This is an optimization exercise on Yosys and OpenROAD, whose aim is small area, not a production implementation. The RTL was checked by simulation tests, not by an equivalence proof against the original design. Power is estimated from default activity; no workload was simulated.

== oak ==
==> flow/design.v <==
module regfile_sb #(
  parameter int DW   = 64,
  parameter int NREG = 32,
  parameter int AW   = 5
) (
  input  logic            clk,
  input  logic            reset,
  input  logic            wen,
  input  logic [AW-1:0]   rD,
  input  logic [DW-1:0]   din,
  input  logic [2:0]      ppp,
  input  logic [AW-1:0]   rA,
  input  logic [AW-1:0]   rB,
  output logic [DW-1:0]   doutA,
  output logic [DW-1:0]   doutB,
  output logic            rdyA,
  output logic            rdyB,
  input  logic            iss_v,
  input  logic [AW-1:0]   iss_rd,
  input  logic            clr,
  output logic            clr_busy
);
  logic [AW-1:0]   cnt_q;
  logic [DW-1:0]   rf [1:NREG-1];
  logic [NREG-1:1] busy_q;
  logic            idle;
  logic [3:0]      mc;        
  logic [DW-1:0]   dcol;      
  logic [AW-1:0]   wa;        
  logic [3:0]      wg;        
  logic            hitA, hitB;
  logic [3:0]      fwdA, fwdB;
  function automatic int cls(input int k);
    cls = ((k >= 4) ? 2 : 0) + (k % 2);
  endfunction
  assign idle     = (cnt_q == '0);
  assign clr_busy = !idle;
  always_comb begin
    case (ppp)
      3'd0:    mc = 4'b1111;
      3'd1:    mc = 4'b0011;    
      3'd2:    mc = 4'b1100;    
      3'd3:    mc = 4'b0101;    
      3'd4:    mc = 4'b1010;    
      default: mc = 4'b0000;
    endcase
  end
  assign dcol = din & {DW{idle && !reset}};
  assign wa   = idle ? rD : cnt_q;
  assign wg   = idle ? (mc & {4{wen}}) : 4'b1111;
  always_ff @(posedge clk) begin
    if (reset)
      cnt_q <= '0;
    else if (!idle)
      cnt_q <= cnt_q + AW'(1);
    else if (clr)
      cnt_q <= AW'(1);
  end
  logic [3:0] wph, wgr;
  logic [7:0] wpl;
  for (genvar j = 0; j < 4; j++) begin : g_wph
    assign wph[j] = reset || (wa[AW-1:3] == 2'(j));
  end
  for (genvar j = 0; j < 8; j++) begin : g_wpl
    assign wpl[j] = reset || (wa[2:0] == 3'(j));
  end
  assign wgr = wg | {4{reset}};
  always_ff @(posedge clk) begin
    for (int i = 1; i < NREG; i++)
      for (int k = 0; k < DW/8; k++)
        if (wph[i/8] && wpl[i%8] && wgr[cls(k)])
          rf[i][DW-1-8*k -: 8] <= dcol[DW-1-8*k -: 8];
  end
  always_ff @(posedge clk) begin
    for (int i = 1; i < NREG; i++) begin
      if (reset)
        busy_q[i] <= 1'b0;
      else if (idle) begin
        if (clr)
          busy_q[i] <= 1'b0;
        else if (iss_v && (iss_rd == AW'(i)))
          busy_q[i] <= 1'b1;
        else if (wen && wph[i/8] && wpl[i%8])    
          busy_q[i] <= 1'b0;
      end
    end
  end
  assign hitA = idle && wen && (rD == rA) && (rA != '0);
  assign hitB = idle && wen && (rD == rB) && (rB != '0);
  assign fwdA = mc & {4{hitA}};
  assign fwdB = mc & {4{hitB}};
  logic [NREG-2:0] decA, decB;
  logic [3:0] aph, bph;
  logic [7:0] apl, bpl;
  for (genvar j = 0; j < 4; j++) begin : g_rph
    assign aph[j] = (rA[AW-1:3] == 2'(j));
    assign bph[j] = (rB[AW-1:3] == 2'(j));
  end
  for (genvar j = 0; j < 8; j++) begin : g_rpl
    assign apl[j] = (rA[2:0] == 3'(j));
    assign bpl[j] = (rB[2:0] == 3'(j));
  end
  for (genvar i = 1; i < NREG; i++) begin : g_dec
    assign decA[i-1] = aph[i/8] && apl[i%8];
    assign decB[i-1] = bph[i/8] && bpl[i%8];
  end
  for (genvar b = 0; b < DW; b++) begin : g_rd
    localparam int C = cls((DW-1-b)/8);
    logic [NREG-2:0] d;
    for (genvar i = 1; i < NREG; i++) begin : g_in
      assign d[i-1] = rf[i][b];
    end
    regfile_sb_rdbit u_a (.d(d), .s(decA), .din(din[b]), .fwd(fwdA[C]),
                          .nfwd(!fwdA[C]), .y(doutA[b]));
    regfile_sb_rdbit u_b (.d(d), .s(decB), .din(din[b]), .fwd(fwdB[C]),
                          .nfwd(!fwdB[C]), .y(doutB[b]));
  end
  always_comb begin
    rdyA = idle;
    rdyB = idle;
    for (int i = 1; i < NREG; i++) begin
      if (decA[i-1] && busy_q[i] && !hitA) rdyA = 1'b0;
      if (decB[i-1] && busy_q[i] && !hitB) rdyB = 1'b0;
    end
  end
endmodule
module regfile_sb_rdbit (
  input  logic [30:0] d,
  input  logic [30:0] s,
  input  logic        din,
  input  logic        fwd,
  input  logic        nfwd,
  output logic        y
);
  logic [10:0] g;
  logic        u;
  logic [2:0]  h;
  for (genvar j = 0; j < 10; j++) begin : g_aoi
    regfile_sb_aoi222 u_g (
      .a1(d[3*j]), .b1(s[3*j]), .a2(d[3*j+1]), .b2(s[3*j+1]),
      .a3(d[3*j+2]), .b3(s[3*j+2]), .y(g[j]));
  end
  regfile_sb_nand2 u_g10 (.a(d[30]), .b(s[30]), .y(g[10]));
  regfile_sb_nand2 u_f   (.a(din), .b(fwd), .y(u));
  regfile_sb_nand4 u_h0  (.a(g[0]), .b(g[1]), .c(g[2]), .d(g[3]), .y(h[0]));
  regfile_sb_nand4 u_h1  (.a(g[4]), .b(g[5]), .c(g[6]), .d(g[7]), .y(h[1]));
  regfile_sb_nand4 u_h2  (.a(g[8]), .b(g[9]), .c(g[10]), .d(u), .y(h[2]));
  regfile_sb_o32a  u_y   (.a1(h[0]), .a2(h[1]), .a3(h[2]), .b1(nfwd), .b2(din),
                          .y(y));
endmodule
module regfile_sb_aoi222 (
  input  logic a1, b1, a2, b2, a3, b3,
  output logic y
);
  assign y = !((a1 && b1) || (a2 && b2) || (a3 && b3));
endmodule
module regfile_sb_nand2 (
  input  logic a, b,
  output logic y
);
  assign y = !(a && b);
endmodule
module regfile_sb_nand4 (
  input  logic a, b, c, d,
  output logic y
);
  assign y = !(a && b && c && d);
endmodule
module regfile_sb_o32a (
  input  logic a1, a2, a3, b1, b2,
  output logic y
);
  assign y = (a1 || a2 || a3) && (b1 || b2);
endmodule
clock: 6.5 ns
lec_check: 0
cap_margin: 20
core_margin: 2
core_utilization: 65
cts_cluster_diameter: 80
cts_cluster_size: 30
setup_slack_margin: 0
slew_margin: 20
synth_hierarchical: 1
synth_minimum_keep_size: 0
standard.sh (not shown) runs the stock make flow with config.mk's settings and CLKGATE_MAP_FILE= SYNTH_SCRIPT=/design/flow/synth_recipe.tcl, a recipe that flattens the netlist after the stock synthesis.
==> flow/flow/run.sh <==
#!/bin/bash
# The standard layout (the standard.sh: standard synthesis, then ORFS to
# finish), with one change: the port buffers that global placement inserts are
# sky130_fd_sc_hd__buf_1 instead of the cell buffer_ports picks by default.
# Every port still gets its own buffer.
set -euo pipefail
bash standard.sh "BUFFER_PORTS_ARGS=-buffer_cell sky130_fd_sc_hd__buf_1" finish \
  > standard.log 2>&1
oak ended with every stage complete and zero timing, DRC or antenna violations.
--- input diff oak..pine ---
-- flow/design.v --
<<< oak, line 57
      cnt_q <= AW'(1);
  end
  logic [3:0] wph, wgr;
  logic [7:0] wpl;
  for (genvar j = 0; j < 4; j++) begin : g_wph
    assign wph[j] = reset || (wa[AW-1:3] == 2'(j));
  end
  for (genvar j = 0; j < 8; j++) begin : g_wpl
    assign wpl[j] = reset || (wa[2:0] == 3'(j));
  end
  assign wgr = wg | {4{reset}};
  always_ff @(posedge clk) begin
    for (int i = 1; i < NREG; i++)
      for (int k = 0; k < DW/8; k++)
        if (wph[i/8] && wpl[i%8] && wgr[cls(k)])
          rf[i][DW-1-8*k -: 8] <= dcol[DW-1-8*k -: 8];
  end
>>> pine, line 57
      cnt_q <= AW'(1);
  end
  always_ff @(posedge clk) begin
    for (int i = 1; i < NREG; i++)
      for (int k = 0; k < DW/8; k++)
        if (reset || ((wa == AW'(i)) && wg[cls(k)]))
          rf[i][DW-1-8*k -: 8] <= dcol[DW-1-8*k -: 8];
  end
<<< oak, line 81
        else if (iss_v && (iss_rd == AW'(i)))
          busy_q[i] <= 1'b1;
        else if (wen && wph[i/8] && wpl[i%8])    
          busy_q[i] <= 1'b0;
      end
>>> pine, line 72
        else if (iss_v && (iss_rd == AW'(i)))
          busy_q[i] <= 1'b1;
        else if (wen && (rD == AW'(i)))
          busy_q[i] <= 1'b0;
      end
<<< oak, line 91
  assign fwdB = mc & {4{hitB}};
  logic [NREG-2:0] decA, decB;
  logic [3:0] aph, bph;
  logic [7:0] apl, bpl;
  for (genvar j = 0; j < 4; j++) begin : g_rph
    assign aph[j] = (rA[AW-1:3] == 2'(j));
    assign bph[j] = (rB[AW-1:3] == 2'(j));
  end
  for (genvar j = 0; j < 8; j++) begin : g_rpl
    assign apl[j] = (rA[2:0] == 3'(j));
    assign bpl[j] = (rB[2:0] == 3'(j));
  end
  for (genvar i = 1; i < NREG; i++) begin : g_dec
    assign decA[i-1] = aph[i/8] && apl[i%8];
    assign decB[i-1] = bph[i/8] && bpl[i%8];
  end
  for (genvar b = 0; b < DW; b++) begin : g_rd
>>> pine, line 82
  assign fwdB = mc & {4{hitB}};
  logic [NREG-2:0] decA, decB;
  always_comb begin
    for (int i = 1; i < NREG; i++) begin
      decA[i-1] = (rA == AW'(i));
      decB[i-1] = (rB == AW'(i));
    end
  end
  for (genvar b = 0; b < DW; b++) begin : g_rd
<<< oak, line 120
    rdyB = idle;
    for (int i = 1; i < NREG; i++) begin
      if (decA[i-1] && busy_q[i] && !hitA) rdyA = 1'b0;
      if (decB[i-1] && busy_q[i] && !hitB) rdyB = 1'b0;
    end
  end
>>> pine, line 103
    rdyB = idle;
    for (int i = 1; i < NREG; i++) begin
      if ((rA == AW'(i)) && busy_q[i] && !hitA) rdyA = 1'b0;
      if ((rB == AW'(i)) && busy_q[i] && !hitB) rdyB = 1'b0;
    end
  end
[summary]
Lower met2 capacity usage during global routing among oak and pine: oak
Going from oak to pine, worst setup slack lower, non-clock buffer count went down by 11%, adder and majority cell fraction of the synthesized area held, worst IR drop on VDD shows an increase of 14%, highest achievable clock rate went down by 1.5%.
Of oak and pine, oak shows the lower tightest hold margin, with pine above it.
Via count normalized by instance count was higher in the run labelled pine.
Against oak as the reference, pine delivers a higher final routed wire length divided by cell count.
Lower number of clock buffers in the layout among oak and pine: oak
pine: PASS, flow complete, no timing, DRC or antenna violations

[re-timing with driven ports]
In the flow no input, the clock included, has a driving cell. The finished layouts below were timed again as built, in two steps.
Step 1 (the two cells are an assumption about what drives the block):
set clk [get_ports {clk}]
set_driving_cell -lib_cell sky130_fd_sc_hd__clkbuf_16 $clk
set_driving_cell -lib_cell sky130_fd_sc_hd__buf_2 [delete_from_list [all_inputs] $clk]
Step 2 times the ports against the registers' clock, not the clock port: input delays grow and output delays shrink by t, the midpoint of the rising clock arrivals with the driver on.
Three values: ideal, step 1, step 2; two values: the first two.
run | shift t [ns] | setup slack, ns | hold WS [ns] | worst slew at a driven data input, ns
oak | 0.792 | 0.402 / 0.257 / 0.257 | 0.499 / 0.499 / 0.499 | 0.16
pine | 0.830 | 0.310 / 0.251 / 0.251 | 0.513 / 0.513 / 0.513 | 0.22
After both steps setup and hold are still met in every run listed. For oak, which loses most, drivers alone change the setup slack by -0.145 ns; drivers and shift together by -0.145 ns.
